This design comes from an exercise in tuning for small area and a short achievable clock period on the open sky130 flow, not from production work.
In this exercise RTL edits were held to simulation tests only and were not proved equivalent to the original.
No activity file was given, so power comes from the tool's default toggle rates.

==> flow/design.v <==
`default_nettype none
package rv_pkg;
  localparam int xlen = 32;
  localparam int reg_addr_w = 5;
  localparam logic [xlen-1:2] pc_reset_w = 30'h0000_0800;
  localparam logic [11:0] csr_tohost = 12'h51e;
  localparam logic [6:0] op_lui    = 7'b0110111;
  localparam logic [6:0] op_alu_r  = 7'b0110011;
  localparam logic [6:0] op_alu_i  = 7'b0010011;
  localparam logic [6:0] op_load   = 7'b0000011;
  localparam logic [6:0] op_store  = 7'b0100011;
  localparam logic [6:0] op_system = 7'b1110011;
  typedef struct packed {
    logic is_r;      
    logic is_i;      
    logic is_lui;
    logic we_nz;     
    logic load;      
    logic store;     
    logic csr;       
  } cls_t;
endpackage
`default_nettype wire
`timescale 1ns/1ns
`default_nettype none
module rv_decoder (
  input  logic [rv_pkg::xlen-1:0] instr,
  output rv_pkg::cls_t            cls
);
  logic [6:0] opcode;
  logic [2:0] funct3;
  logic       is_csr;
  assign opcode = instr[6:0];
  assign funct3 = instr[14:12];
  assign is_csr = opcode == rv_pkg::op_system && instr[31:20] == rv_pkg::csr_tohost &&
                  funct3[1:0] == 2'b01;
  always_comb begin
    cls.is_r   = opcode == rv_pkg::op_alu_r;
    cls.is_i   = opcode == rv_pkg::op_alu_i;
    cls.is_lui = opcode == rv_pkg::op_lui;
    cls.load   = opcode == rv_pkg::op_load  && funct3 == 3'b010;
    cls.store  = opcode == rv_pkg::op_store && funct3 == 3'b010;
    cls.csr    = is_csr;
    cls.we_nz  = (cls.is_r | cls.is_i | cls.is_lui | cls.load | is_csr) && instr[11:7] != 5'd0;
  end
endmodule
`default_nettype wire
`timescale 1ns/1ns
`default_nettype none
module rv_aoi222 (
  input  logic a1, a2, b1, b2, c1, c2,
  output logic y
);
  assign y = ~((a1 & a2) | (b1 & b2) | (c1 & c2));
endmodule
module rv_and4 (
  input  logic a, b, c, d,
  output logic y
);
  assign y = a & b & c & d;
endmodule
module rv_and3 (
  input  logic a, b, c,
  output logic y
);
  assign y = a & b & c;
endmodule
module rv_rdport (
  input  logic [31:1]       sel,
  input  logic [31*32-1:0]  regs,
  input  logic              sel_mem,
  input  logic [31:0]       mem_val,
  input  logic              sel_wb,
  input  logic [31:0]       wb_val,
  input  logic              sel_ld,
  input  logic [31:0]       ld_val,
  output logic [31:0]       q
);
  logic [33*32-1:0] td;
  logic [32:0]      ts;
  assign td = {wb_val, mem_val, regs};
  assign ts = {sel_wb, sel_mem, sel};
  for (genvar j = 0; j < 32; j++) begin : g_bit
    logic [10:0] t;
    logic [2:0]  n;
    logic        l_n;
    for (genvar g = 0; g < 11; g++) begin : g_aoi
      rv_aoi222 u_aoi (
        .a1 (ts[3*g]),   .a2 (td[32*(3*g)   + j]),
        .b1 (ts[3*g+1]), .b2 (td[32*(3*g+1) + j]),
        .c1 (ts[3*g+2]), .c2 (td[32*(3*g+2) + j]),
        .y  (t[g])
      );
    end
    rv_and4    u_n0 (.a(t[0]), .b(t[1]), .c(t[2]),  .d(t[3]), .y(n[0]));
    rv_and4    u_n1 (.a(t[4]), .b(t[5]), .c(t[6]),  .d(t[7]), .y(n[1]));
    rv_and3    u_n2 (.a(t[8]), .b(t[9]), .c(t[10]), .y(n[2]));
    rv_g_nand2 u_ld (.a(sel_ld), .b(ld_val[j]), .y(l_n));
    rv_g_nand4 u_q  (.a(n[0]), .b(n[1]), .c(n[2]), .d(l_n), .y(q[j]));
  end
endmodule
module rv_g_and3 (input logic a, b, c, output logic y);
  assign y = a & b & c;
endmodule
module rv_regfile (
  input  logic                          clk,
  input  logic                          reset,
  input  logic [rv_pkg::reg_addr_w-1:0] rd,
  input  logic                          we,
  input  logic [rv_pkg::xlen-1:0]       wdata,
  input  logic [3:0]                    lo1,
  input  logic [7:0]                    hi1,
  input  logic [3:0]                    lo2,
  input  logic [7:0]                    hi2,
  input  logic [2:0]                    fsel1,
  input  logic [2:0]                    fsel2,
  input  logic [rv_pkg::xlen-1:0]       mem_val,
  input  logic [rv_pkg::xlen-1:0]       wb_val,
  input  logic [rv_pkg::xlen-1:0]       ld_val,
  output logic [rv_pkg::xlen-1:0]       rs1_data,
  output logic [rv_pkg::xlen-1:0]       rs2_data
);
  logic [rv_pkg::xlen-1:0] regs [1:31];
  logic [31:1]             valid;
  logic [31*32-1:0]        regs_flat;
  logic [31:1]             sel1, sel2;
  always_ff @(posedge clk) begin
    for (int i = 1; i < 32; i++) begin
      if (we && rd == i) regs[i] <= wdata;
    end
  end
  always_ff @(posedge clk) begin
    if (reset) begin
      valid <= '0;
    end else begin
      for (int i = 1; i < 32; i++) begin
        if (we && rd == i) valid[i] <= 1'b1;
      end
    end
  end
  always_comb begin
    for (int i = 1; i < 32; i++) begin
      regs_flat[32*(i-1) +: 32] = regs[i];
    end
  end
  for (genvar i = 1; i < 32; i++) begin : g_sel
    rv_g_and3 u_s1 (.a(lo1[i % 4]), .b(hi1[i / 4]), .c(valid[i]), .y(sel1[i]));
    rv_g_and3 u_s2 (.a(lo2[i % 4]), .b(hi2[i / 4]), .c(valid[i]), .y(sel2[i]));
  end
  rv_rdport u_port1 (
    .sel (sel1), .regs (regs_flat),
    .sel_mem (fsel1[0]), .mem_val (mem_val),
    .sel_wb  (fsel1[1]), .wb_val  (wb_val),
    .sel_ld  (fsel1[2]), .ld_val  (ld_val),
    .q (rs1_data)
  );
  rv_rdport u_port2 (
    .sel (sel2), .regs (regs_flat),
    .sel_mem (fsel2[0]), .mem_val (mem_val),
    .sel_wb  (fsel2[1]), .wb_val  (wb_val),
    .sel_ld  (fsel2[2]), .ld_val  (ld_val),
    .q (rs2_data)
  );
endmodule
`default_nettype wire
`timescale 1ns/1ns
`default_nettype none
module rv_g_xor2 (input logic a, b, output logic y);
  assign y = a ^ b;
endmodule
module rv_g_o21ai (input logic a1, a2, b1, output logic y);
  assign y = ~((a1 | a2) & b1);
endmodule
module rv_g_a21oi (input logic a1, a2, b1, output logic y);
  assign y = ~((a1 & a2) | b1);
endmodule
module rv_g_nand2b (input logic a_n, b, output logic y);
  assign y = ~(~a_n & b);
endmodule
module rv_ks_add (
  input  logic [31:0] a,
  input  logic [31:0] bx,
  input  logic        cin,
  output logic [31:0] sum,
  output logic        cout_n,
  output logic [31:0] p_n,    
  output logic [31:0] g_n     
);
  logic [32:0] gl [0:5];
  logic [32:0] pl [0:5];
  for (genvar i = 0; i < 32; i++) begin : g_pg
    rv_g_xnor2 u_p (.a(a[i]), .b(bx[i]), .y(p_n[i]));
    rv_g_nand2 u_g (.a(a[i]), .b(bx[i]), .y(g_n[i]));
    assign gl[0][i+1] = g_n[i];
    assign pl[0][i+1] = p_n[i];
  end
  rv_g_inv u_cin (.a(cin), .y(gl[0][0]));
  assign pl[0][0] = 1'b1;    
  for (genvar l = 1; l <= 5; l++) begin : g_lvl
    localparam int d = 1 << (l - 1);
    for (genvar k = 0; k < 33; k++) begin : g_pos
      if (k >= d) begin : g_comb
        if (l % 2 == 1) begin : g_odd
          rv_g_o21ai u_g (.a1(pl[l-1][k]), .a2(gl[l-1][k-d]), .b1(gl[l-1][k]), .y(gl[l][k]));
          if (k >= 2*d) begin : g_p
            rv_g_nor2 u_p (.a(pl[l-1][k]), .b(pl[l-1][k-d]), .y(pl[l][k]));
          end else begin : g_p0
            assign pl[l][k] = 1'b0;
          end
        end else begin : g_even
          rv_g_a21oi u_g (.a1(pl[l-1][k]), .a2(gl[l-1][k-d]), .b1(gl[l-1][k]), .y(gl[l][k]));
          if (k >= 2*d) begin : g_p
            rv_g_nand2 u_p (.a(pl[l-1][k]), .b(pl[l-1][k-d]), .y(pl[l][k]));
          end else begin : g_p0
            assign pl[l][k] = 1'b1;
          end
        end
      end else begin : g_pass
        rv_g_inv u_g (.a(gl[l-1][k]), .y(gl[l][k]));
        assign pl[l][k] = (l % 2 == 1) ? 1'b0 : 1'b1;
      end
    end
  end
  for (genvar i = 0; i < 32; i++) begin : g_sum
    rv_g_xnor2 u_s (.a(p_n[i]), .b(gl[5][i]), .y(sum[i]));
  end
  rv_g_a21oi u_cout (.a1(pl[5][32]), .a2(cin), .b1(gl[5][32]), .y(cout_n));
endmodule
module rv_alu (
  input  logic [rv_pkg::xlen-1:0] a,
  input  logic [31:0] s,        
  input  logic [31:0] imm,      
  input  logic        is_r,
  input  logic        is_i,
  input  logic [2:0]  funct3,
  input  logic        bit30,
  output logic [rv_pkg::xlen-1:0] result
);
  logic        is_alu, sub, sel_add, sel_lt, sel_x, sel_o, sel_g, sel_sh, sh_left, sh_arith;
  logic        r_ns, r_s, nr, ltu_sel, lts_sel, k2, ltu_t, lts_t;
  logic [31:0] imx, s_n, bx, sum, p_n, g_n, sh_res, rest_n, sum_t;
  logic        cout_n;
  assign is_alu   = is_r | is_i;
  assign sel_add  = ~is_alu | funct3 == 3'b000;
  assign sub      = (is_r & funct3 == 3'b000 & bit30) | (is_alu & funct3[2:1] == 2'b01);
  assign sel_lt   = is_alu & funct3[2:1] == 2'b01;
  assign sel_x    = is_alu & funct3 == 3'b100;
  assign sel_o    = is_alu & funct3 == 3'b110;
  assign sel_g    = is_alu & funct3 == 3'b111;
  assign sel_sh   = is_alu & funct3[1:0] == 2'b01;
  assign sh_left  = ~funct3[2];
  assign sh_arith = funct3[2] & bit30;
  assign ltu_sel  = sel_lt & funct3[0];
  assign lts_sel  = sel_lt & ~funct3[0];
  assign r_ns = is_r & ~sub;
  assign r_s  = is_r & sub;
  assign nr   = ~is_r;
  assign imx  = imm ^ {32{sub}};
  for (genvar i = 0; i < 32; i++) begin : g_b
    logic t0, t1, t2;
    rv_g_inv   u_sn (.a(s[i]), .y(s_n[i]));
    rv_g_nand2 u_t0 (.a(r_ns), .b(s[i]),   .y(t0));
    rv_g_nand2 u_t1 (.a(r_s),  .b(s_n[i]), .y(t1));
    rv_g_nand2 u_t2 (.a(nr),   .b(imx[i]), .y(t2));
    rv_g_nand3 u_bx (.a(t0), .b(t1), .c(t2), .y(bx[i]));
  end
  rv_ks_add u_add (.a(a), .bx(bx), .cin(sub), .sum(sum), .cout_n(cout_n), .p_n(p_n), .g_n(g_n));
  rv_shift u_shift (.a(a), .s(s[4:0]), .imm(imm[4:0]), .is_r(is_r), .left(sh_left), .arith(sh_arith),
                    .y(sh_res));
  rv_alu_rest u_rest (.p_n(p_n), .g_n(g_n), .sh(sh_res), .a31(a[31]), .sel_x(sel_x), .sel_o(sel_o),
                      .sel_g(sel_g), .sel_sh(sel_sh), .lts_sel(lts_sel), .k2(k2), .y_n(rest_n));
  for (genvar i = 0; i < 32; i++) begin : g_res
    rv_g_nand2 u_t (.a(sel_add), .b(sum[i]), .y(sum_t[i]));
    if (i == 0) begin : g_lt
      rv_g_nand2 u_lu (.a(ltu_sel), .b(cout_n),  .y(ltu_t));
      rv_g_nand2 u_ls (.a(k2),      .b(sum[31]), .y(lts_t));
      rv_g_nand4 u_r  (.a(sum_t[i]), .b(ltu_t), .c(lts_t), .d(rest_n[i]), .y(result[i]));
    end else begin : g_nolt
      rv_g_nand2 u_r (.a(sum_t[i]), .b(rest_n[i]), .y(result[i]));
    end
  end
endmodule
module rv_alu_rest (
  input  logic [31:0] p_n,
  input  logic [31:0] g_n,
  input  logic [31:0] sh,
  input  logic        a31,
  input  logic        sel_x,
  input  logic        sel_o,
  input  logic        sel_g,
  input  logic        sel_sh,
  input  logic        lts_sel,
  output logic        k2,
  output logic [31:0] y_n
);
  assign k2  = lts_sel & ~p_n[31];
  assign y_n = ~(({32{sel_x}}  & ~p_n)
               | ({32{sel_o}}  & ~(p_n & g_n))
               | ({32{sel_g}}  & ~g_n)
               | ({32{sel_sh}} & sh)
               | {31'b0, lts_sel & p_n[31] & a31});
endmodule
module rv_shift (
  input  logic [31:0] a,
  input  logic [4:0]  s,
  input  logic [4:0]  imm,
  input  logic        is_r,
  input  logic        left,
  input  logic        arith,
  output logic [31:0] y
);
  logic [31:0] sh_in, s1, s2, sh_out;
  logic [4:0]  shamt;
  logic        fill;
  function automatic logic [31:0] rev32(input logic [31:0] x);
    for (int i = 0; i < 32; i++) rev32[i] = x[31-i];
  endfunction
  assign shamt = is_r ? s : imm;
  assign sh_in = left ? rev32(a) : a;
  assign fill  = arith & a[31];
  always_comb begin
    case (shamt[1:0])
      2'd0: s1 = sh_in;
      2'd1: s1 = {fill, sh_in[31:1]};
      2'd2: s1 = {{2{fill}}, sh_in[31:2]};
      default: s1 = {{3{fill}}, sh_in[31:3]};
    endcase
    case (shamt[3:2])
      2'd0: s2 = s1;
      2'd1: s2 = {{4{fill}}, s1[31:4]};
      2'd2: s2 = {{8{fill}}, s1[31:8]};
      default: s2 = {{12{fill}}, s1[31:12]};
    endcase
    sh_out = shamt[4] ? {{16{fill}}, s2[31:16]} : s2;
  end
  assign y = left ? rev32(sh_out) : sh_out;
endmodule
`default_nettype wire
`timescale 1ns/1ns
`default_nettype none
module rv_g_xnor2 (input logic a, b, output logic y);
  assign y = ~(a ^ b);
endmodule
module rv_g_nand2 (input logic a, b, output logic y);
  assign y = ~(a & b);
endmodule
module rv_g_nand3 (input logic a, b, c, output logic y);
  assign y = ~(a & b & c);
endmodule
module rv_g_nand4 (input logic a, b, c, d, output logic y);
  assign y = ~(a & b & c & d);
endmodule
module rv_g_nor2 (input logic a, b, output logic y);
  assign y = ~(a | b);
endmodule
module rv_g_nor3 (input logic a, b, c, output logic y);
  assign y = ~(a | b | c);
endmodule
module rv_g_a31oi (input logic a1, a2, a3, b1, output logic y);
  assign y = ~((a1 & a2 & a3) | b1);
endmodule
module rv_g_nor3b (input logic a, b, c, output logic y);
  assign y = ~(a | b | ~c);
endmodule
module rv_g_inv (input logic a, output logic y);
  assign y = ~a;
endmodule
module rv_g_mux2 (input logic a0, a1, s, output logic y);
  assign y = s ? a1 : a0;
endmodule
module rv_hazard_unit (
  input  logic [31:0] instr,
  input  logic [4:0]  rd_ex,
  input  logic        ld,
  input  logic        stall,
  output logic        front_hold,
  input  logic [31:2] pc_id,
  input  logic [31:2] pc_f,
  output logic [31:2] addr
);
  logic [4:0] x1, x2;
  logic g_n, gbp, gbq, f010, f001, kp1_n, kp2_n, kn1, kn2, o456_n;
  logic e1p_n, e2p_n, a1_n, b1_n, a2_n, b2_n, c3_n, v;
  logic t1a, t1b, t2a, t2b, u3;
  logic y1, y2, y3s;
  for (genvar k = 0; k < 5; k++) begin : g_eq
    rv_g_xnor2 u_x1 (.a(instr[15+k]), .b(rd_ex[k]), .y(x1[k]));
    rv_g_xnor2 u_x2 (.a(instr[20+k]), .b(rd_ex[k]), .y(x2[k]));
  end
  rv_g_nand3 u_g    (.a(ld), .b(instr[1]), .c(instr[0]), .y(g_n));
  rv_g_nor3  u_gbp  (.a(instr[6]), .b(instr[3]), .c(instr[2]), .y(gbp));
  rv_g_nor2  u_gbq  (.a(instr[3]), .b(instr[2]), .y(gbq));
  rv_g_nor3b u_f010 (.a(instr[14]), .b(instr[12]), .c(instr[13]), .y(f010));
  rv_g_nor3b u_f001 (.a(instr[14]), .b(instr[13]), .c(instr[12]), .y(f001));
  rv_g_nand3 u_kp1  (.a(instr[30]), .b(instr[28]), .c(instr[24]), .y(kp1_n));
  rv_g_nand3 u_kp2  (.a(instr[23]), .b(instr[22]), .c(instr[21]), .y(kp2_n));
  rv_g_nor3  u_kn1  (.a(instr[31]), .b(instr[29]), .c(instr[27]), .y(kn1));
  rv_g_nor3  u_kn2  (.a(instr[26]), .b(instr[25]), .c(instr[20]), .y(kn2));
  rv_g_nand3 u_o456 (.a(instr[4]), .b(instr[5]), .c(instr[6]), .y(o456_n));
  rv_g_nand4 u_e1p  (.a(x1[0]), .b(x1[1]), .c(x1[2]), .d(x1[3]), .y(e1p_n));
  rv_g_nand4 u_e2p  (.a(x2[0]), .b(x2[1]), .c(x2[2]), .d(x2[3]), .y(e2p_n));
  rv_g_nand3 u_a1   (.a(x1[4]), .b(gbp), .c(instr[4]), .y(a1_n));
  rv_g_nand3 u_b1   (.a(x1[4]), .b(gbp), .c(f010), .y(b1_n));
  rv_g_nand4 u_a2   (.a(x2[4]), .b(gbp), .c(instr[4]), .d(instr[5]), .y(a2_n));
  rv_g_nand4 u_b2   (.a(x2[4]), .b(gbp), .c(f010), .d(instr[5]), .y(b2_n));
  rv_g_nand4 u_c3   (.a(x1[4]), .b(gbq), .c(f001), .d(kn1), .y(c3_n));
  rv_g_nor3  u_v    (.a(kp1_n), .b(kp2_n), .c(o456_n), .y(v));
  rv_g_nor3  u_t1a  (.a(e1p_n), .b(a1_n), .c(g_n), .y(t1a));
  rv_g_nor3  u_t1b  (.a(e1p_n), .b(b1_n), .c(g_n), .y(t1b));
  rv_g_nor3  u_t2a  (.a(e2p_n), .b(a2_n), .c(g_n), .y(t2a));
  rv_g_nor3  u_t2b  (.a(e2p_n), .b(b2_n), .c(g_n), .y(t2b));
  rv_g_nor3  u_u3   (.a(e1p_n), .b(c3_n), .c(g_n), .y(u3));
  rv_g_nor2  u_y1   (.a(t1a), .b(t1b), .y(y1));
  rv_g_nor2  u_y2   (.a(t2a), .b(t2b), .y(y2));
  rv_g_a31oi u_y3s  (.a1(u3), .a2(kn2), .a3(v), .b1(stall), .y(y3s));
  rv_g_nand3 u_hold (.a(y1), .b(y2), .c(y3s), .y(front_hold));
  for (genvar q = 0; q < 4; q++) begin : g_grp
    logic h, h_n;
    rv_g_nand3 u_h  (.a(y1), .b(y2), .c(y3s), .y(h));
    rv_g_inv   u_hn (.a(h), .y(h_n));
    for (genvar k = 2 + 8*q; k < 10 + 8*q && k < 32; k++) begin : g_bit
      logic n1, n2;
      rv_g_nand2 u_n1 (.a(h),   .b(pc_id[k]), .y(n1));
      rv_g_nand2 u_n2 (.a(h_n), .b(pc_f[k]),  .y(n2));
      rv_g_nand2 u_o  (.a(n1),  .b(n2),       .y(addr[k]));
    end
  end
endmodule
`default_nettype wire
`default_nettype none
module rv_fwd_unit (
  input  logic [rv_pkg::reg_addr_w-1:0] rs1,
  input  logic [rv_pkg::reg_addr_w-1:0] rs2,
  input  logic                          use_rs1,
  input  logic [rv_pkg::reg_addr_w-1:0] rd_ex,
  input  logic                          we_nz_ex,
  input  logic [rv_pkg::reg_addr_w-1:0] rd_mem,
  input  logic                          we_nz_mem,
  input  logic                          load_mem,
  output logic [2:0]                    fsel1,
  output logic [2:0]                    fsel2,
  output logic [3:0]                    lo1,
  output logic [7:0]                    hi1,
  output logic [3:0]                    lo2,
  output logic [7:0]                    hi2
);
  logic m1, w1, m2, w2, en1, en2;
  assign m1 = we_nz_ex && rd_ex == rs1;
  assign w1 = we_nz_mem && rd_mem == rs1;
  assign m2 = we_nz_ex && rd_ex == rs2;
  assign w2 = we_nz_mem && rd_mem == rs2;
  assign fsel1 = {use_rs1 & ~m1 & w1 & load_mem, use_rs1 & ~m1 & w1 & ~load_mem, use_rs1 & m1};
  assign en1   = use_rs1 & ~m1 & ~w1;
  assign fsel2 = {~m2 & w2 & load_mem, ~m2 & w2 & ~load_mem, m2};
  assign en2   = ~m2 & ~w2;
  always_comb begin
    for (int k = 0; k < 4; k++) begin
      lo1[k] = en1 && rs1[1:0] == k;
      lo2[k] = en2 && rs2[1:0] == k;
    end
    for (int k = 0; k < 8; k++) begin
      hi1[k] = rs1[4:2] == k;
      hi2[k] = rs2[4:2] == k;
    end
  end
endmodule
`default_nettype wire
`timescale 1ns/1ns
`default_nettype none
module rv_stage_reg #(
  parameter int width = 1
) (
  input  logic             clk,
  input  logic             reset,
  input  logic             hold,
  input  logic             bubble,
  input  logic [width-1:0] d,
  output logic [width-1:0] q
);
  always_ff @(posedge clk) begin
    if (reset) begin
      q <= '0;
    end else if (hold) begin
      q <= q;
    end else if (bubble) begin
      q <= '0;
    end else begin
      q <= d;
    end
  end
endmodule
`default_nettype wire
`timescale 1ns/1ns
`default_nettype none
module rv_core (
  input  logic                    clk,
  input  logic                    reset,
  output logic [rv_pkg::xlen-1:0] icache_addr,
  output logic                    icache_re,
  input  logic [rv_pkg::xlen-1:0] icache_dout,
  output logic [rv_pkg::xlen-1:0] dcache_addr,
  output logic [rv_pkg::xlen-1:0] dcache_din,
  output logic [3:0]              dcache_we,
  output logic                    dcache_re,
  input  logic [rv_pkg::xlen-1:0] dcache_dout,
  input  logic                    stall,
  output logic [rv_pkg::xlen-1:0] csr
);
  localparam int xlen = rv_pkg::xlen;
  logic [xlen-1:2] pc_id, pc_f;
  logic            id_valid;
  logic            front_hold;
  assign pc_f       = id_valid ? pc_id + 30'd1 : pc_id;
  always_ff @(posedge clk) begin
    if (reset) begin
      pc_id    <= rv_pkg::pc_reset_w;
      id_valid <= 1'b0;
    end else if (!front_hold) begin
      pc_id    <= pc_f;
      id_valid <= 1'b1;
    end
  end
  assign icache_addr[1:0] = 2'b00;
  assign icache_re   = 1'b1;
  rv_pkg::cls_t cls_id;
  rv_decoder u_decoder (
    .instr   (icache_dout),
    .cls     (cls_id)
  );
  logic [31:7]       ins_ex;
  logic [4:0]        rd_ex;
  logic              is_r_ex, is_i_ex, is_lui_ex;
  logic              we_nz_ex, load_ex, store_ex, csr_ex, ldnz_ex;
  logic [3:0]        lo1_ex, lo2_ex;
  logic [7:0]        hi1_ex, hi2_ex;
  logic [2:0]        fsel1_ex, fsel2_ex;
  logic [xlen-1:0]   res_mem, wdata_mem;
  logic [4:0]        rd_mem;
  logic              we_nz_mem, load_mem, store_mem, csr_mem;
  logic [xlen-1:0]   res_wb;
  logic [4:0]        rd_wb;
  logic              we_nz_wb, load_wb;
  logic [xlen-1:0]   mem_result;
  logic [3:0]        lo1_id, lo2_id;
  logic [7:0]        hi1_id, hi2_id;
  logic [2:0]        fsel1_id, fsel2_id;
  rv_fwd_unit u_fwd (
    .rs1        (icache_dout[19:15]),
    .rs2        (icache_dout[24:20]),
    .use_rs1    (cls_id.is_r | cls_id.is_i | cls_id.load | cls_id.store |
                 (cls_id.csr & ~icache_dout[14])),
    .rd_ex      (rd_ex),
    .we_nz_ex   (we_nz_ex),
    .rd_mem     (rd_mem),
    .we_nz_mem  (we_nz_mem),
    .load_mem   (load_mem),
    .fsel1      (fsel1_id),
    .fsel2      (fsel2_id),
    .lo1        (lo1_id),
    .hi1        (hi1_id),
    .lo2        (lo2_id),
    .hi2        (hi2_id)
  );
  always_ff @(posedge clk) begin
    if (!stall) begin
      ins_ex    <= icache_dout[31:7];
      is_r_ex   <= cls_id.is_r;
      is_i_ex   <= cls_id.is_i;
      is_lui_ex <= cls_id.is_lui;
      lo1_ex    <= lo1_id;
      hi1_ex    <= hi1_id;
      lo2_ex    <= lo2_id;
      hi2_ex    <= hi2_id;
      fsel1_ex  <= fsel1_id;
      fsel2_ex  <= fsel2_id;
    end
  end
  rv_stage_reg #(.width(5)) u_id_ex (
    .clk    (clk),
    .reset  (reset),
    .hold   (stall),
    .bubble (front_hold | ~id_valid),
    .d      ({cls_id.we_nz, cls_id.load, cls_id.store, cls_id.csr, cls_id.we_nz & cls_id.load}),
    .q      ({we_nz_ex, load_ex, store_ex, csr_ex, ldnz_ex})
  );
  logic [2:0]      f3_ex;
  logic [xlen-1:0] imm_ex, rf1, rf2, op_a, op_s, alu_result;
  assign rd_ex  = ins_ex[11:7];
  assign f3_ex  = ins_ex[14:12];
  rv_hazard_unit u_hazard (
    .instr      (icache_dout),
    .rd_ex      (rd_ex),
    .ld         (ldnz_ex),
    .stall      (stall),
    .front_hold (front_hold),
    .pc_id      (pc_id),
    .pc_f       (pc_f),
    .addr       (icache_addr[31:2])
  );
  rv_regfile u_regfile (
    .clk        (clk),
    .reset      (reset),
    .rd         (rd_wb),
    .we         (we_nz_wb & ~stall),
    .wdata      (load_wb ? dcache_dout : res_wb),
    .lo1        (lo1_ex),
    .hi1        (hi1_ex),
    .lo2        (lo2_ex),
    .hi2        (hi2_ex),
    .fsel1      (fsel1_ex),
    .fsel2      (fsel2_ex),
    .mem_val    (mem_result),
    .wb_val     (res_wb),
    .ld_val     (dcache_dout),
    .rs1_data   (rf1),
    .rs2_data   (rf2)
  );
  always_comb begin
    if (is_lui_ex)     imm_ex = {ins_ex[31:12], 12'b0};
    else if (store_ex) imm_ex = {{20{ins_ex[31]}}, ins_ex[31:25], ins_ex[11:7]};
    else if (csr_ex)   imm_ex = {27'b0, ins_ex[19:15] & {5{f3_ex[2]}}};
    else               imm_ex = {{20{ins_ex[31]}}, ins_ex[31:20]};
  end
  assign op_a  = rf1;
  assign op_s  = rf2;
  rv_alu u_alu (
    .a      (op_a),
    .s      (op_s),
    .imm    (imm_ex),
    .is_r   (is_r_ex),
    .is_i   (is_i_ex),
    .funct3 (f3_ex),
    .bit30  (ins_ex[30]),
    .result (alu_result)
  );
  always_ff @(posedge clk) begin
    if (!stall) begin
      res_mem   <= alu_result;
      wdata_mem <= op_s;
      rd_mem    <= rd_ex;
    end
  end
  rv_stage_reg #(.width(4)) u_ex_mem (
    .clk    (clk),
    .reset  (reset),
    .hold   (stall),
    .bubble (1'b0),
    .d      ({we_nz_ex, load_ex, store_ex, csr_ex}),
    .q      ({we_nz_mem, load_mem, store_mem, csr_mem})
  );
  assign dcache_addr = res_mem;
  assign dcache_din  = wdata_mem;
  assign dcache_re   = load_mem & ~stall;
  assign dcache_we   = {4{store_mem & ~stall}};
  always_ff @(posedge clk) begin
    if (reset) begin
      csr <= '0;
    end else if (!stall && csr_mem) begin
      csr <= res_mem;
    end
  end
  assign mem_result = csr_mem ? csr : res_mem;
  always_ff @(posedge clk) begin
    if (!stall) begin
      res_wb <= mem_result;
      rd_wb  <= rd_mem;
    end
  end
  rv_stage_reg #(.width(2)) u_mem_wb (
    .clk    (clk),
    .reset  (reset),
    .hold   (stall),
    .bubble (1'b0),
    .d      ({we_nz_mem, load_mem}),
    .q      ({we_nz_wb, load_wb})
  );
endmodule
`default_nettype wire
==> flow/run.sh <==
#!/bin/bash
# synth_recipe.tcl (not shown) runs the flow's synth.tcl, then flattens the netlist and writes it again
# the make line also repeats each setting of config.mk as NAME=value (left out here)
make -C /OpenROAD-flow-scripts/flow DESIGN_CONFIG=/design/flow/config.mk WORK_HOME=/design/flow/orfs CLKGATE_MAP_FILE= SYNTH_SCRIPT=/design/flow/synth_recipe.tcl finish
==> flow/config.mk <==
export PLATFORM = sky130hd
export DESIGN_NAME = rv_core
export DESIGN_NICKNAME = rv_core
export VERILOG_FILES = /design/flow/design.v
export SDC_FILE = /design/flow/constraint.sdc
export NUM_CORES = 4
export LEC_CHECK = 0
export CAP_MARGIN = 20
export CELL_PAD_IN_SITES_DETAIL_PLACEMENT = 1
export CORE_MARGIN = 2
export CORE_UTILIZATION = 50
export CTS_BUF_LIST = sky130_fd_sc_hd__clkbuf_4 sky130_fd_sc_hd__clkbuf_8
export CTS_CLUSTER_DIAMETER = 80
export CTS_CLUSTER_SIZE = 12
export PLACE_DENSITY = 0.55
export SETUP_SLACK_MARGIN = 3.6
export SLEW_MARGIN = 20
export SYNTH_HIERARCHICAL = 1
==> flow/constraint.sdc <==
create_clock -name core_clock -period 8.0 [get_ports {clk}]
set_input_delay 1.6000 -clock core_clock [delete_from_list [all_inputs] [get_ports {clk}]]
set_output_delay 1.6000 -clock core_clock [all_outputs]
set_load 0.01 [all_outputs]
==> results of run 1 <==
placed cells by master, fill, tap and decap left out, types with 16 or more instances in the layout:
master and instances:
buf_6 104, xnor2_1 110, clkbuf_8 118, buf_2 23, buf_12 55, o21ai_2 24, o21ai_1 55, nor2_2 32
and4_1 65, nor2_1 87, mux2i_4 32, mux4_2 24, and3_1 109, nand3_1 37, xnor2_4 31, nand2_2 56
clkdlybuf4s50_1 133, a222oi_1 704, nand4_1 95, o21ai_0 24, edfxtp_1 1156, a21oi_1 68, mux2i_1 27, dfxtp_1 99
mux2_2 70, and3_4 27, o221a_1 30, and4_2 31, nand2_1 555, clkbuf_4 50, buf_4 323, inv_1 109
nor3_1 33, a21oi_2 58, o22ai_1 44, nand3_2 16, xor2_1 33, and4_4 37, nor2_4 51
modules after synthesis (local to each module, per instance), a selection:
module       copies in the design  cells inside  cell area [um2]  flops+latches
rv_g_nor3                       9             1            10.01              0
rv_core                         1           711             9136            227
rv_g_inv                       68             1            3.754              0
rv_alu_rest                     1            78            589.3              0
rv_fwd_unit                     1            74            541.8              0
rv_decoder                      1            24            176.4              0
rv_alu                          1            57            444.2              0
rv_g_nor3b                      2             1            12.51              0
worst max path at each step:
stage / endpoint / cells past startpoint / from / slack (ps)
floorplan: csr[23]$_SDFFE_PP0P_ / 5 / stall / 3400
detailed placement: icache_addr[10] / 10 / icache_dout[19] / 1790
CTS: icache_addr[13] / 11 / icache_dout[16] / 3170
global placement: icache_addr[14] / 10 / icache_dout[18] / 1910
finish: icache_addr[24] / 12 / icache_dout[2] / 2860
global route: icache_addr[24] / 12 / icache_dout[2] / 2860
sequential cells by signal (all words and copies together) (netlist names):
signal,count
res_wb,32
fsel1_ex,3
lo2_ex,4
rd_wb,5
is_i_ex,1
hi2_ex,8
pc_id,30
u_ex_mem.q,4
hi1_ex,8
id_valid,1
is_lui_ex,1
rd_mem,5
u_regfile.valid,31
is_r_ex,1
ins_ex,25
u_regfile.regs,992
res_mem,32
csr,32
u_mem_wb.q,2
u_id_ex.q,5
fsel2_ex,3
lo1_ex,4
wdata_mem,32
cells by family after synthesis:
logic type      share of synthesized area (%)
compound gates                          16.73
mux                                     3.577
fa+ha+maj                             0.02133
other cells                           0.01280
xor+xnor                                2.643
buf+inv                                 2.231
simple gates                            12.03
flops                                   62.76
area by class of cell:
cell class	instances	area share, %
flip-flops and latches	1261	51.32
well taps	1524	2.658
clock inverters	9	0.1447
repair buffers	680	9.790
diodes	5	0.01744
clock buffers	168	2.787
inverters	117	0.6487
multi-input cells	2841	32.64
worst reg2reg max path, cell delays in order, from the launching register on:
cell and delay [ps]:
edfxtp_1 390, buf_6 140, buf_12 140, and3_4 190
buf_16 150, a222oi_1 380, and4_2 330, nand4_1 120
buf_6 150, mux2i_4 240, buf_12 180, mux4_2 420
mux2_4 320, mux4_2 530, o22ai_4 220, o21ai_1 100
nand2_1 90, o2111a_1 170, nand4_1 70
what timing repair did:
item	in CTS	in global routing
gates cloned	21	9
resized for setup	722	357
setup buffers	226	100
endpoints found under the setup margin	319	107
pin swaps	162	182
per-stage QoR:
step	setup slack [ps]	area (um2)	util [%]	hold WS [ps]
global route	2863	71750	61.74	497.0
detailed placement	1792	63000	54.22	454.9
global placement	1906	62980	54.20	437.4
CTS	3170	69080	59.45	469.9
finish	2864	71750	61.75	471.8
floorplan	3397	58710	-	420.5
power breakdown:
part           internal, uW  switching (uW)
clock                  1620            2280
combinational          1230            2090
sequential             7470             122
total                 10300            4490
routing by layer:
layer | vias to the layer above | wire [um] | track usage [%]
met2 | 4609 | 116300 | 62.51
met5 | - | 104 | 0
met4 | 12 | 20760 | 25.49
met3 | 893 | 39760 | 10.08
met1 | 25500 | 97020 | 58.40
li1 | 19970 | - | -
==> flow_metrics.tcl, run 1 <==
set metrics [dict create \
    postRouteAntennaNets 0 \
    synthToLayoutAreaGrowth_pct 22.31 \
    synth_seq_area_share_pct 62.76 \
    fin_total_pwr_uw 14820 \
    die-width_um 346.5 \
    clockBufferDepth 3 \
    clk_latency_ps 850 \
    rsz0062_at_grt "yes" \
    tightestPinTransition_ps 1229 \
    grt-ovfl-total 0 \
    cp-start-kind "primary input" \
    cp_top_family "simple AND/OR/NAND/NOR gates" \
    clockRootBuffer "clkbuf_8" \
    portBuffers 197 \
    grt_max_degree 75 \
    finalSetupViolations 0 \
    antenna_found_initial 10 \
    hold_class "flip-flop to flip-flop" \
    routed_wl_mm 274.0 \
    cp_data_required_time_ps 6400 \
    critical_path.cell_chain "buf_12 -> nor3_4 -> nand4_1 -> nor3_2 -> nor2_4 -> buf_12 -> nand3_4 -> clkinv_4 -> buf_6 -> nand2_1 -> nand2_1 -> buf_2" \
    syn_area_per_cell_um2 13.47 \
    regToRegSetupSlack_ps 3440 \
    drt-pass1-iter-count 14 \
    max_stage_delay_ps 380 \
    drv_slew 0 \
    hpwl_mm 165.6 \
    grt_pass1_vias 49080 \
    cp.arrival_ps 3540 \
    drtIter0Drc 11940 \
    fin_cells 6605 \
    tns_ps 0 \
    finalWeightedCongestion 1.008 \
    power.density_mw_per_mm2 206.5 \
    track_usage_pct 42.83 \
    pin_count 201 \
    synth_area_leader_cell "edfxtp_1" \
    max-slew-margin-rel_pct 17.46 \
    cts.hold.buffers_added 0 \
    drc 0 \
    multiInputGateArea_mm2 0.02342 \
    hold_start "u_ex_mem.q[1]$_SDFFE_PP0N_" \
    hold_depth 2 \
    worstHoldEndpoint "u_ex_mem.q[1]$_SDFFE_PP0N_" \
    leakage_uw 0.02313 \
    ir_worst_vdd_uv 154.6 \
    ys_seq_elements 1261 \
    seqCellArea_mm2 0.03682 \
    htree_levels 3 \
    crit_path_end_kind "output port" \
    route.detailed.wl_per_inst_um 41.48 \
    synth_top_cell_area_share_pct 59.17 \
    fmax_ghz 0.1947 \
    status "timing/DRC/antenna clean" \
    r2r_cells 18 \
    fill_cells 11120 \
    rows 125 \
    rr_endpoint "res_mem[0]$_DFFE_PN_" \
    start_util_pct 50.48 \
    synth.most_common_cell "edfxtp_1" \
    criticalPathCategory "primary input to output port" \
    syn_area_mm2 0.05866 \
    grt_pass1_wl_mm 368.4 \
    cts_buffers 116 \
    cts_tree "done" \
    min_period_ps 5136 \
    fin_nets 5085 \
    synth_flop_cell "edfxtp_1" \
    syn_inst 4354 \
    viasPerCell 7.719 \
    vias 50990 \
    regToRegStartpoint "lo2_ex[1]$_DFFE_PN_" \
    dp_cells 6064 \
    maxCapViolCount 0 \
    finClkSkew_ps 60.36 \
    design.die.area_mm2 0.1201 \
    synthTopCellsByCount "edfxtp_1 (1156), a222oi_1 (704), nand2_1 (617), nor2_1 (167), xnor2_1 (144)" \
    cpMaxStageDelayCell "nor3_2" \
    synthArstFlopShare_pct 0 \
    die_y_um 346.5 \
    path_max_fanout 7 \
    synth.top_cells.by_area "edfxtp_1 (59%), a222oi_1 (12%), nand2_1 (3.9%)" \
    worst_setup_hold_path_clk_slew_ps 90 \
    hold_violations 0 \
    ys_types 88 \
    cts_sinks 1261 \
    fp.coreArea_mm2 0.1162 \
    yosys_warnings 20 \
    crit_buf_inv 5 \
    post-route-period-util_pct 64.20 \
    synth_edf_count 1156 \
    drive_gt1_share_pct 26.62 \
]
==> inputs of run 2 (changes only) <==
--- a/flow/config.mk
+++ b/flow/config.mk
@@ -8,11 +8,11 @@
 export CAP_MARGIN = 20
 export CELL_PAD_IN_SITES_DETAIL_PLACEMENT = 1
 export CORE_MARGIN = 2
-export CORE_UTILIZATION = 50
+export CORE_UTILIZATION = 55
 export CTS_BUF_LIST = sky130_fd_sc_hd__clkbuf_4 sky130_fd_sc_hd__clkbuf_8
 export CTS_CLUSTER_DIAMETER = 80
-export CTS_CLUSTER_SIZE = 12
-export PLACE_DENSITY = 0.55
-export SETUP_SLACK_MARGIN = 3.6
+export CTS_CLUSTER_SIZE = 14
+export PLACE_DENSITY = 0.6
+export SETUP_SLACK_MARGIN = 3.4
 export SLEW_MARGIN = 20
 export SYNTH_HIERARCHICAL = 1
==> run 2 against run 1 <==
Against the previous run: still clean; setup slack better by 240 ps; non-clock buffer count is 123 lower; count of clock-buffer cells in the layout is 20 lower; utilization is 3.2 points higher; largest cell class unchanged; largest power group unchanged.
==> flow_metrics.tcl, run 2 <==
set metrics [dict create \
    grt_pass1_vias 48950 \
    criticalPathCategory "primary input to output port" \
    synth_flop_cell "edfxtp_1" \
    maxCapViolCount 0 \
    cts_tree "done" \
    vias 50700 \
    yosys_warnings 20 \
    largest_reg_flops 992 \
    clockBufferDepth 3 \
    routed_wl_mm 259.9 \
    drt-pass1-iter-count 15 \
    synth.most_common_cell "edfxtp_1" \
    synth_top_cell_area_share_pct 59.17 \
    comb_power_share_pct 20.6 \
    tns_ps 0 \
    hold_violations 0 \
    cp_data_required_time_ps 6400 \
    postLayoutCellArea_mm2 0.06859 \
    power.net_switching_uw 4229 \
    start_util_pct 55.57 \
    cp-start-kind "primary input" \
    fmax_ghz 0.2041 \
    drive_gt1_share_pct 21.37 \
    die_y_um 330.6 \
    hpwl_mm 161.7 \
    clk_latency_ps 840 \
    max-slew-margin-rel_pct 19.56 \
    final_cell_mix "edfxtp_1 (1156), a222oi_1 (704), nand2_1 (567)" \
    track_usage_pct 44.75 \
    cts_sinks 1261 \
    syn_area_mm2 0.05866 \
    placed_area_mm2 0.06274 \
    path_max_fanout 7 \
    route.detailed.wl_per_inst_um 41.04 \
    drtIter0Drc 12970 \
    setup_slack_ps 3100 \
    pwr-share-clk_pct 25.8 \
    synthToLayoutAreaGrowth_pct 16.92 \
    postRouteAntennaNets 0 \
    tightestPinTransition_ps 1207 \
    layout_commonest_cell "edfxtp_1" \
    rows 119 \
    synth_seq_area_share_pct 62.76 \
    post-route-period-util_pct 61.26 \
    ys_seq_elements 1261 \
    hold_class "flip-flop to flip-flop" \
    htree_levels 3 \
    synth_edf_count 1156 \
    rsz0062_at_grt "yes" \
    synth_area_leader_cell "edfxtp_1" \
    die-width_um 330.6 \
    drv_slew 0 \
    largest-register "u_regfile.regs" \
    pin_count 201 \
    fin_nets 4949 \
    min_period_ps 4900 \
    fill_cells 9978 \
    p_seq_share_pct 53.7 \
    swShare_pct 29.87 \
    crit_buf_inv 5 \
    cp.arrival_ps 3300 \
    grt-ovfl-total 0 \
    synthArstFlopShare_pct 0 \
    design.die.area_mm2 0.1093 \
    portBuffers 197 \
    power.density_mw_per_mm2 206.4 \
    grt_pass1_wl_mm 349.9 \
    synth.top_cells.by_area "edfxtp_1 (59%), a222oi_1 (12%), nand2_1 (3.9%)" \
    cts_buffers 102 \
    fin_total_pwr_uw 14160 \
    cp_top_family "simple AND/OR/NAND/NOR gates" \
    clockRootBuffer "clkbuf_8" \
    critical_path.cell_chain "buf_2 -> nor2_2 -> nand4_1 -> nor3_2 -> a31oi_4 -> buf_12 -> buf_6 -> buf_6 -> nand3_4 -> nand2_2 -> nand2_1 -> buf_2" \
    viasPerCell 8.007 \
    syn_inst 4354 \
    post-place-ws_ps 1604 \
    finalSetupViolations 0 \
    drc 0 \
    antenna_found_initial 12 \
    grt_max_degree 66 \
    ys_types 88 \
    ir_worst_vdd_uv 156.1 \
    final_util_pct 64.97 \
    status "timing/DRC/antenna clean" \
    leakage_uw 0.02189 \
    worst_setup_hold_path_clk_slew_ps 90 \
    max_stage_delay_ps 280 \
    finalWeightedCongestion 1.060 \
    cpMaxStageDelayCell "nor3_2" \
    synthTopCellsByCount "edfxtp_1 (1156), a222oi_1 (704), nand2_1 (617), nor2_1 (167), xnor2_1 (144)" \
    fp.coreArea_mm2 0.1056 \
    syn_area_per_cell_um2 13.47 \
    finClkSkew_ps 44.06 \
    internal-power_uw 9927 \
    crit_path_end_kind "output port" \
]
==> run 2: cell counts after synthesis <==
No cell type changed its count.
==> run 2: per-module statistics from Yosys, one instance, submodules excluded, a selection <==
module       flip-flops and latches  cells  times used  cell area, um2
rv_alu_rest                       0     78           1           589.3
rv_and4                           0      1         128           8.758
rv_aoi222                         0      1         704           10.01
rv_core                         227    711           1            9136
rv_fwd_unit                       0     74           1           541.8
rv_g_a21oi                        0      1          57           8.758
rv_g_a31oi                        0      1           1           6.256
rv_g_and3                         0      1          62           6.256
rv_g_nand3                        0      1          43           5.005
rv_g_nor2                         0      1          60           3.754
rv_g_nor3                         0      1           9           10.01
rv_g_nor3b                        0      1           2           12.51
rv_regfile                     1023   1150           1           31070
rv_shift                          0    370           1            2820
==> run 2: layer usage <==
metal,wire [um],vias up,GRT usage [%]
met2,111700,4890,66.04
met1,87700,25200,59.19
li1,-,19650,-
met3,40080,950,12.18
met5,88,-,0
met4,20280,12,27.48
==> run 2: cell families (layout without fill, tap and decap cells) <==
group           after synthesis  in the layout  share of synthesized area, %
simple gates               1372           1380                         12.03
flops                      1261           1261                         62.76
compound gates             1105           1105                         16.73
buf+inv                     267            833                         2.231
xor+xnor                    177            177                         2.643
mux                         169            170                         3.577
other cells                   2             14                       0.01280
fa+ha+maj                     1              1                       0.02133
==> run 2: worst min-delay path, cell delays in order, from the launching register on <==
cell and delay (ps):
dfxtp_1 320, nand2_1 50, a21oi_1 50
==> run 2: repair_timing <==
item / in CTS / in global routing
hold buffers: 0 / 0
cloned: 10 / 10
setup buffers: 152 / 71
resized for setup: 445 / 276
setup endpoints to repair: 136 / 102
pin swaps: 106 / 95
==> run 2: worst paths after layout <==
kind | start | end | slack (ps) | depth (start not counted)
worst min register to register | u_id_ex.q[3]$_SDFFE_PP0N_ | u_id_ex.q[3]$_SDFFE_PP0N_ | 470 | 2
worst min-delay path | u_id_ex.q[3]$_SDFFE_PP0N_ | u_id_ex.q[3]$_SDFFE_PP0N_ | 470 | 2
worst max-delay path | icache_dout[2] | icache_addr[18] | 3100 | 12
worst max register to register | lo2_ex[2]$_DFFE_PN_ | res_mem[8]$_DFFE_PN_ | 3200 | 18
==> run 2: per-stage QoR <==
step | hold WS [ps] | std cells
floorplan | 420.5 | 4361
global placement | 438.5 | 5924
detailed placement | 455.4 | 5924
CTS | 467.0 | 6245
global route | 473.1 | 6332
finish | 465.9 | 6332
==> run 2: power by group through the flow <==
stage / registers, uW / clock network (uW) / logic (uW)
after floorplan: 7710 / 0 / 1380
after global placement: 7750 / 0 / 2270
after detailed placement: 7750 / 0 / 2300
after CTS: 7590 / 3630 / 2550
after global routing: 7600 / 3820 / 2990
final: 7600 / 3650 / 2910
==> run 2: cell type report <==
type                       count  area, um2  area share (%)
clock inverter                11      128.9          0.1879
sequential                  1261      36830           53.70
antenna                        5      12.51         0.01824
inverter                     117      467.9          0.6823
clock buffer                 148       1768           2.578
tap                         1391       1740           2.538
multi-input combinational   2842      22380           32.63
timing repair buffer         557       5260           7.669
==> inputs of run 3 (changes only) <==
--- a/flow/design.v
+++ b/flow/design.v
@@ -53,18 +53,6 @@
 );
   assign y = ~((a1 & a2) | (b1 & b2) | (c1 & c2));
 endmodule
-module rv_and4 (
-  input  logic a, b, c, d,
-  output logic y
-);
-  assign y = a & b & c & d;
-endmodule
-module rv_and3 (
-  input  logic a, b, c,
-  output logic y
-);
-  assign y = a & b & c;
-endmodule
 module rv_rdport (
   input  logic [31:1]       sel,
   input  logic [31*32-1:0]  regs,
@@ -83,7 +71,7 @@
   for (genvar j = 0; j < 32; j++) begin : g_bit
     logic [10:0] t;
     logic [2:0]  n;
-    logic        l_n;
+    logic        q_n, l_n;
     for (genvar g = 0; g < 11; g++) begin : g_aoi
       rv_aoi222 u_aoi (
         .a1 (ts[3*g]),   .a2 (td[32*(3*g)   + j]),
@@ -92,11 +80,12 @@
         .y  (t[g])
       );
     end
-    rv_and4    u_n0 (.a(t[0]), .b(t[1]), .c(t[2]),  .d(t[3]), .y(n[0]));
-    rv_and4    u_n1 (.a(t[4]), .b(t[5]), .c(t[6]),  .d(t[7]), .y(n[1]));
-    rv_and3    u_n2 (.a(t[8]), .b(t[9]), .c(t[10]), .y(n[2]));
+    rv_g_nand4 u_n0 (.a(t[0]), .b(t[1]), .c(t[2]),  .d(t[3]), .y(n[0]));
+    rv_g_nand4 u_n1 (.a(t[4]), .b(t[5]), .c(t[6]),  .d(t[7]), .y(n[1]));
+    rv_g_nand3 u_n2 (.a(t[8]), .b(t[9]), .c(t[10]), .y(n[2]));
+    rv_g_nor3  u_nq (.a(n[0]), .b(n[1]), .c(n[2]), .y(q_n));
     rv_g_nand2 u_ld (.a(sel_ld), .b(ld_val[j]), .y(l_n));
-    rv_g_nand4 u_q  (.a(n[0]), .b(n[1]), .c(n[2]), .d(l_n), .y(q[j]));
+    rv_g_nand2 u_q  (.a(q_n), .b(l_n), .y(q[j]));
   end
 endmodule
 module rv_g_and3 (input logic a, b, c, output logic y);
@@ -309,31 +298,17 @@
   input  logic        arith,
   output logic [31:0] y
 );
-  logic [31:0] sh_in, s1, s2, sh_out;
+  logic [31:0] sh_in, sh_out;
   logic [4:0]  shamt;
   logic        fill;
   function automatic logic [31:0] rev32(input logic [31:0] x);
     for (int i = 0; i < 32; i++) rev32[i] = x[31-i];
   endfunction
-  assign shamt = is_r ? s : imm;
-  assign sh_in = left ? rev32(a) : a;
-  assign fill  = arith & a[31];
-  always_comb begin
-    case (shamt[1:0])
-      2'd0: s1 = sh_in;
-      2'd1: s1 = {fill, sh_in[31:1]};
-      2'd2: s1 = {{2{fill}}, sh_in[31:2]};
-      default: s1 = {{3{fill}}, sh_in[31:3]};
-    endcase
-    case (shamt[3:2])
-      2'd0: s2 = s1;
-      2'd1: s2 = {{4{fill}}, s1[31:4]};
-      2'd2: s2 = {{8{fill}}, s1[31:8]};
-      default: s2 = {{12{fill}}, s1[31:12]};
-    endcase
-    sh_out = shamt[4] ? {{16{fill}}, s2[31:16]} : s2;
-  end
-  assign y = left ? rev32(sh_out) : sh_out;
+  assign shamt  = is_r ? s : imm;
+  assign sh_in  = left ? rev32(a) : a;
+  assign fill   = arith & a[31];
+  assign sh_out = 32'($signed({fill, sh_in}) >>> shamt);
+  assign y      = left ? rev32(sh_out) : sh_out;
 endmodule
 `default_nettype wire
 `timescale 1ns/1ns
==> flow/config.mk (replaced) <==
export PLATFORM = sky130hd
export DESIGN_NAME = rv_core
export DESIGN_NICKNAME = rv_core
export VERILOG_FILES = /design/flow/design.v
export SDC_FILE = /design/flow/constraint.sdc
export NUM_CORES = 4
export LEC_CHECK = 0
export CAP_MARGIN = 20
export CELL_PAD_IN_SITES_DETAIL_PLACEMENT = 1
export CORE_MARGIN = 2
export CORE_UTILIZATION = 40
export CTS_BUF_LIST = sky130_fd_sc_hd__clkbuf_4 sky130_fd_sc_hd__clkbuf_8
export PLACE_DENSITY = 0.4
export SETUP_SLACK_MARGIN = 3.2
export SLEW_MARGIN = 20
export SYNTH_HIERARCHICAL = 1
==> run 3 against run 2 <==
Against the previous run: non-clock buffer count decreased by 55; fmax decreased by 2.1%; critical path depth grew 6; critical endpoint is now res_mem[23]$_DFFE_PN_; cell area is 4.7% higher.
==> flow_metrics.tcl, run 3 <==
set metrics [dict create \
    status "timing/DRC/antenna clean" \
    finalSetupViolations 0 \
    maxCapViolCount 0 \
    synth_top_cell_area_share_pct 59.18 \
    vias 48630 \
    crit_path_end_kind "flip-flop" \
    drc 0 \
    synth_edf_count 1156 \
    grt-ovfl-total 0 \
    syn_inst 4369 \
    synthToLayoutAreaGrowth_pct 22.38 \
    grt_max_degree 68 \
    synth.top_cells.by_area "edfxtp_1 (59%), a222oi_1 (12%), nand2_1 (4.3%)" \
    post-route-period-util_pct 62.56 \
    hold_class "flip-flop to flip-flop" \
    fill_cells 14600 \
    synth_area_leader_cell "edfxtp_1" \
    fp.coreArea_mm2 0.1456 \
    clockRootBuffer "clkbuf_8" \
    fmax_ghz 0.1998 \
    criticalPathCategory "flip-flop to flip-flop" \
    largest-register "u_regfile.regs" \
    portBuffers 197 \
    hold_slack_ps 459.5 \
    critical_path.cell_chain "and3_4 -> buf_12 -> buf_12 -> a222oi_1 -> nand4_1 -> nor3_2 -> nand2_2 -> mux2i_4 -> clkbuf_16 -> mux4_2 -> a22oi_2 -> o21ai_4 -> mux4_2 -> nand2_1 -> o21ai_1 -> nand2_1 -> o221a_1 -> nand2_1" \
    cts.hold.buffers_added 0 \
    leakage_uw 0.02396 \
    cp_common_cell "nand2_1" \
    track_usage_pct 34.80 \
    pin_count 201 \
    clk_latency_ps 960 \
    cts_buffers 218 \
    tightestPinTransition_ps 1112 \
    final_cell_mix "edfxtp_1 (1156), a222oi_1 (704), nand2_1 (585)" \
    hpwl_mm 174.1 \
    clockBufferDepth 3 \
    grt_pass1_vias 48120 \
    drv_slew 0 \
    design.die.area_mm2 0.1497 \
    synthArstFlopShare_pct 0 \
    antenna_found_initial 10 \
    cp_data_required_time_ps 8650 \
    die_y_um 386.9 \
    largest_reg_flops 992 \
    cp.arrival_ps 5660 \
    syn_area_per_cell_um2 13.43 \
    ys_types 92 \
    route.detailed.wl_per_inst_um 38.86 \
    synth_seq_area_share_pct 62.76 \
    multiInputGateArea_mm2 0.02284 \
    finClkSkew_ps 75.06 \
    cts_sinks 1261 \
    ir_worst_vdd_uv 121.5 \
    syn_area_mm2 0.05866 \
    routed_wl_mm 274.2 \
    power.density_mw_per_mm2 227.2 \
    rsz0062_at_grt "yes" \
    grt_pass1_wl_mm 371.8 \
    min_period_ps 5005 \
    cp-start-kind "flip-flop" \
    tns_ps 0 \
    finalWeightedCongestion 0.9734 \
    synthTopCellsByCount "edfxtp_1 (1156), a222oi_1 (704), nand2_1 (673), nor2_1 (171), nand4_1 (152)" \
    synth.most_common_cell "edfxtp_1" \
    fin_nets 5027 \
    path_max_fanout 7 \
    max_stage_delay_ps 540 \
    seqCellArea_mm2 0.03684 \
    htree_levels 4 \
    hold_violations 0 \
    cts_tree "done" \
    synth_flop_cell "edfxtp_1" \
    layout_commonest_cell "edfxtp_1" \
    drtIter0Drc 9487 \
    yosys_warnings 20 \
    cpMaxStageDelayCell "edfxtp_1" \
    start_util_pct 40.30 \
    worst_setup_hold_path_clk_slew_ps 60 \
    die-width_um 386.9 \
    postRouteAntennaNets 0 \
    drt-pass1-iter-count 10 \
    max-slew-margin-rel_pct 25.70 \
    drive_gt1_share_pct 26.49 \
    ys_seq_elements 1261 \
    rows 140 \
    viasPerCell 6.891 \
]
[run 3: cell families after synthesis]
group / synth area share (%)
simple gates: 11.97
flops: 62.76
compound gates: 16.50
buf+inv: 2.250
xor+xnor: 2.658
mux: 3.829
other cells: 0.01280
fa+ha+maj: 0.02133
[run 3: timing repair]
| action | CTS | global route |
|---|---|---|
| setup buffers | 92 | 61 |
| resized for setup | 510 | 303 |
| setup endpoints to repair | 62 | 62 |
| pin swaps | 124 | 147 |
| gates cloned | 13 | 8 |
[run 3: layout make-up]
cell class | instances | area share [%]
Multi-Input combinational cell | 2860 | 31.81
Inverter | 116 | 0.6379
Clock buffer | 293 | 4.999
Sequential cell | 1261 | 51.32
Clock inverter | 102 | 0.8436
Tap cell | 1917 | 3.341
Timing Repair Buffer | 502 | 7.024
Antenna cell | 6 | 0.02092
[run 3: Yosys stat by module (local to each module, per instance), a selection]
module	cells inside	flops+latches	cell area [um2]
rv_shift	321	0	2736
rv_alu_rest	78	0	589.3
rv_fwd_unit	74	0	541.8
rv_alu	57	0	444.2
rv_ks_add	32	0	240.2
rv_g_nor3b	1	0	12.51
rv_aoi222	1	0	10.01
rv_g_nor3	1	0	10.01
rv_g_xnor2	1	0	8.758
rv_g_a21oi	1	0	8.758
rv_g_and3	1	0	6.256
rv_g_nand4	1	0	6.256
rv_g_a31oi	1	0	6.256
rv_g_o21ai	1	0	5.005
rv_g_nor2	1	0	3.754
rv_g_nand2	1	0	3.754
[run 3: layer usage]
metal | track usage, % | vias to the layer above | share of wire (%) | wire length, um
met5 | 0 | - | 0.0098 | 27
met4 | 18.35 | 4 | 5.8 | 15780
met3 | 6.957 | 583 | 10 | 28310
met2 | 53.88 | 3053 | 45 | 123800
met1 | 46.26 | 25140 | 39 | 106300
li1 | - | 19850 | - | -
[run 3: metrics by stage]
step | setup WS, ps | instances | power, uW | area, um2 | util (%)
after floorplan | 3288 | 4376 | 9100 | 58690 | -
after global placement | 1494 | 6477 | 10110 | 63500 | 43.63
after detailed placement | 1403 | 6478 | 10110 | 63520 | 43.64
after CTS | 3041 | 6978 | 16050 | 69910 | 48.03
after global routing | 2916 | 7055 | 16800 | 71780 | 49.31
final | 2995 | 7057 | 16310 | 71790 | 49.32
[run 3: critical path, delay by kind of cell (launching register included)]
kind / cells / cell delay [ps]
buffers and inverters: 3 / 520
AND/OR/NAND/NOR: 7 / 1370
AO/OA/AOI/OAI: 5 / 1060
flip-flops: 1 / 540
multiplexers: 3 / 1250
[run 3: worst paths after layout]
check	startpoint	end	slack, ps	depth (start not counted)
min reg2reg	u_id_ex.q[3]$_SDFFE_PP0N_	u_id_ex.q[3]$_SDFFE_PP0N_	460	2
min	u_id_ex.q[3]$_SDFFE_PP0N_	u_id_ex.q[3]$_SDFFE_PP0N_	460	2
max reg2reg	hi2_ex[5]$_DFFE_PN_	res_mem[23]$_DFFE_PN_	3000	18
max	hi2_ex[5]$_DFFE_PN_	res_mem[23]$_DFFE_PN_	3000	18
[run 3: power by group]
group	switching (uW)	total, uW	internal, uW
Sequential	119	7610	7490
Combinational	1890	2890	996
Clock	2820	5810	2990
Total	4840	16300	11500
==> inputs of run 4 (changes only) <==
--- a/flow/config.mk
+++ b/flow/config.mk
@@ -8,9 +8,11 @@
 export CAP_MARGIN = 20
 export CELL_PAD_IN_SITES_DETAIL_PLACEMENT = 1
 export CORE_MARGIN = 2
-export CORE_UTILIZATION = 40
+export CORE_UTILIZATION = 50
 export CTS_BUF_LIST = sky130_fd_sc_hd__clkbuf_4 sky130_fd_sc_hd__clkbuf_8
-export PLACE_DENSITY = 0.4
-export SETUP_SLACK_MARGIN = 3.2
+export CTS_CLUSTER_DIAMETER = 80
+export CTS_CLUSTER_SIZE = 12
+export PLACE_DENSITY = 0.55
+export SETUP_SLACK_MARGIN = 3.4
 export SLEW_MARGIN = 20
 export SYNTH_HIERARCHICAL = 1
==> run 4 against run 3 <==
Against the previous run: worst hold slack better by 10 ps; non-clock buffer count down 62; critical endpoint is now res_mem[8]$_DFFE_PN_; utilization rose by 9.5 points; highest routed layer unchanged; flip-flop and latch count is the same; clock skew fell by 7.6 ps; fmax barely moved; still clean on timing, DRC and antenna; largest cell class unchanged.
==> flow_metrics.tcl, run 4 <==
set metrics [dict create \
    max_stage_delay_ps 670 \
    multiInputGateArea_mm2 0.02272 \
    worst_setup_hold_path_clk_slew_ps 90 \
    yosys_warnings 20 \
    drt-pass1-iter-count 13 \
    route.detailed.wl_per_inst_um 40.47 \
    synth_area_leader_cell "edfxtp_1" \
    status "timing/DRC/antenna clean" \
    largest-register "u_regfile.regs" \
    fp.coreArea_mm2 0.1162 \
    synth.most_common_cell "edfxtp_1" \
    hpwl_mm 157.8 \
    hold_violations 0 \
    synth.top_cells.by_area "edfxtp_1 (59%), a222oi_1 (12%), nand2_1 (4.3%)" \
    clk_latency_ps 880 \
    grt_pass1_vias 47980 \
    fin_nets 4862 \
    post-route-period-util_pct 62.61 \
    ys_seq_elements 1261 \
    cp-start-kind "flip-flop" \
    synth_flop_cell "edfxtp_1" \
    fill_cells 11200 \
    track_usage_pct 41.15 \
    crit_path_end_kind "flip-flop" \
    pin_count 201 \
    die_y_um 346.5 \
    layout_commonest_cell "edfxtp_1" \
    path_max_fanout 14 \
    cts_buffers 116 \
    seqCellArea_mm2 0.03684 \
    cts_tree "done" \
    syn_area_per_cell_um2 13.43 \
    synth_top_cell_area_share_pct 59.18 \
    cpMaxStageDelayCell "nand4_1" \
    start_util_pct 50.48 \
    die-width_um 346.5 \
    synthTopCellsByCount "edfxtp_1 (1156), a222oi_1 (704), nand2_1 (673), nor2_1 (171), nand4_1 (152)" \
    syn_inst 4369 \
    power.density_mw_per_mm2 209.0 \
    maxCapViolCount 0 \
    postRouteAntennaNets 0 \
    cp_data_required_time_ps 8610 \
    syn_area_mm2 0.05866 \
    fmax_ghz 0.1996 \
    leakage_uw 0.02248 \
    post-place-ws_ps 1623 \
    rsz0062_at_grt "yes" \
    htree_levels 3 \
    synthToLayoutAreaGrowth_pct 16.59 \
    tightestPinTransition_ps 1198 \
    ys_types 92 \
    r2r_cells 16 \
    synth_edf_count 1156 \
    cts_sinks 1261 \
    synthArstFlopShare_pct 0 \
    clockRootBuffer "clkbuf_8" \
    drv_slew 0 \
    ir_worst_vdd_uv 163.1 \
    grt_pass1_wl_mm 354.0 \
    hold_depth 2 \
    tns_ps 0 \
    viasPerCell 7.675 \
    finClkSkew_ps 67.47 \
    portBuffers 197 \
    hold_class "flip-flop to flip-flop" \
    rows 125 \
    synth_seq_area_share_pct 62.76 \
    design.die.area_mm2 0.1201 \
    drc 0 \
    drtIter0Drc 10430 \
    routed_wl_mm 257.8 \
    vias 48880 \
    min_period_ps 5009 \
    criticalPathCategory "flip-flop to flip-flop" \
    cp.arrival_ps 5620 \
    grt_max_degree 75 \
    finalSetupViolations 0 \
    clockBufferDepth 3 \
    grt-ovfl-total 0 \
    largest_reg_flops 992 \
    antenna_found_initial 6 \
    max-slew-margin-rel_pct 19.92 \
    final_cell_mix "edfxtp_1 (1156), a222oi_1 (704), nand2_1 (574)" \
    critical_path.cell_chain "buf_4 -> and3_4 -> buf_12 -> a222oi_1 -> nand4_1 -> nor3_4 -> nand2_4 -> mux4_2 -> a22oi_1 -> nand2_2 -> mux4_2 -> nor2_2 -> a21oi_1 -> nand2_1 -> o221a_1 -> nand2_1" \
    finalWeightedCongestion 0.9836 \
    setup_slack_ps 2991 \
    drive_gt1_share_pct 22.21 \
]
==> run 4: cell counts after synthesis <==
Identical to the previous run, type by type.
==> run 4: final timing paths <==
kind	start	slack, ps	to
min	u_id_ex.q[3]$_SDFFE_PP0N_	470	u_id_ex.q[3]$_SDFFE_PP0N_
max	lo1_ex[3]$_DFFE_PN_	2990	res_mem[8]$_DFFE_PN_
min reg2reg	u_id_ex.q[3]$_SDFFE_PP0N_	470	u_id_ex.q[3]$_SDFFE_PP0N_
max reg2reg	lo1_ex[3]$_DFFE_PN_	2990	res_mem[8]$_DFFE_PN_
==> run 4: layout make-up <==
type                            instances  area share [%]
Sequential cell                      1261           53.86
Multi-Input combinational cell       2859           33.22
Timing Repair Buffer                  440           6.438
Tap cell                             1524           2.788
Clock buffer                          155           2.772
Inverter                              116          0.6787
Clock inverter                         10          0.2287
Antenna cell                            4         0.01464
==> run 4: cells by family (layout without fill, tap and decap cells) <==
logic type / Yosys count / in the layout / share of synthesized area, %
mux: 166 / 170 / 3.829
flops: 1261 / 1261 / 62.76
xor+xnor: 178 / 178 / 2.658
simple gates: 1415 / 1417 / 11.97
fa+ha+maj: 1 / 1 / 0.02133
buf+inv: 262 / 721 / 2.250
compound gates: 1084 / 1084 / 16.50
other cells: 2 / 13 / 0.01280
==> run 4: stage by stage <==
stage               area, um2  utilization, %  hold WS [ps]  cells  power, uW
global route            68390           58.85         502.7   6367      14640
global placement        62880           54.11         441.5   6074      10030
CTS                     67260           57.88         466.1   6328      14070
floorplan               58690               -         420.5   4376       9100
finish                  68390           58.85         469.6   6369      14300
detailed placement      62880           54.11         455.9   6074      10050
==> run 4: where the power goes <==
| group | switching, uW | leakage (uW) | internal [uW] | total [uW] |
|---|---|---|---|---|
| sequential | 128 | 0.0114 | 7480 | 7600 |
| combinational | 1840 | 0.00999 | 982 | 2820 |
| clock | 2280 | 0.00109 | 1590 | 3870 |
==> run 4: timing repair <==
action                                  4_1_cts  5_1_grt
resized for setup                           615      183
hold buffers                                  0        0
pin swaps                                   186      147
buffers inserted                             81       33
endpoints found under the setup margin       67       62
cloned                                        8        3
hold endpoints to repair                      0        0
==> run 4: per-module statistics from Yosys, one instance, submodules excluded, excerpt <==
module      cells inside  cell area, um2
rv_core              711            9136
rv_g_a21oi             1           8.758
rv_g_a31oi             1           6.256
rv_g_and3              1           6.256
rv_g_inv               1           3.754
rv_g_nand3             1           5.005
rv_g_nand4             1           6.256
rv_g_nor3b             1           12.51
rv_g_o21ai             1           5.005
rv_g_xnor2             1           8.758
rv_ks_add             32           240.2
rv_regfile          1150           31070
rv_shift             321            2736
==> run 4: worst max-delay path: cells and delay by family (launching register included) <==
| family | cells | cell delay, ps |
|---|---|---|
| buffers and inverters | 2 | 350 |
| AND/OR/NAND/NOR | 8 | 1980 |
| flip-flops | 1 | 480 |
| AO/OA/AOI/OAI | 4 | 900 |
| multiplexers | 2 | 1060 |
==> run 4: layer usage <==
metal	vias up	wire [um]	track usage, %
met2	3947	113200	62.01
met5	-	13	0
met1	24830	91830	54.02
met3	751	37230	12.17
met4	2	15540	21.29
li1	19360	-	-

[re-timing with driven ports]
Ports are ideal in the flow. The routed layouts listed here were re-timed in OpenROAD. Step 1 (the two cells are an assumption about what drives the block):
set clk [get_ports {clk}]
set_driving_cell -lib_cell sky130_fd_sc_hd__clkbuf_16 $clk
set_driving_cell -lib_cell sky130_fd_sc_hd__buf_2 [delete_from_list [all_inputs] $clk]
Step 2 moves the port delays by t, midway between the first and last clock arrival at a register: inputs arrive t later, outputs are due t later. That takes back most of the time a late clock gives input paths. Three values: ideal, step 1, step 2; two values: the first two.
run | t, ns | slack for setup (ns) | hold slack, ns | pins driven straight from the clock port
run 1 | 0.914 | 2.864 / 2.800 / 2.711 | 0.472 / 0.472 / 0.472 | 1
run 2 | 0.898 | 3.100 / 3.039 / 2.507 | 0.466 / 0.466 / 0.466 | 1
run 3 | 1.004 | 2.995 / 2.995 / 2.882 | 0.459 / 0.459 / 0.459 | 1
run 4 | 0.912 | 2.991 / 2.991 / 2.703 | 0.470 / 0.470 / 0.470 | 1
After both steps every run listed still meets setup and hold. The setup slack of run 2, which loses most, moves by -0.061 ns with the drivers and by -0.593 ns with both steps.
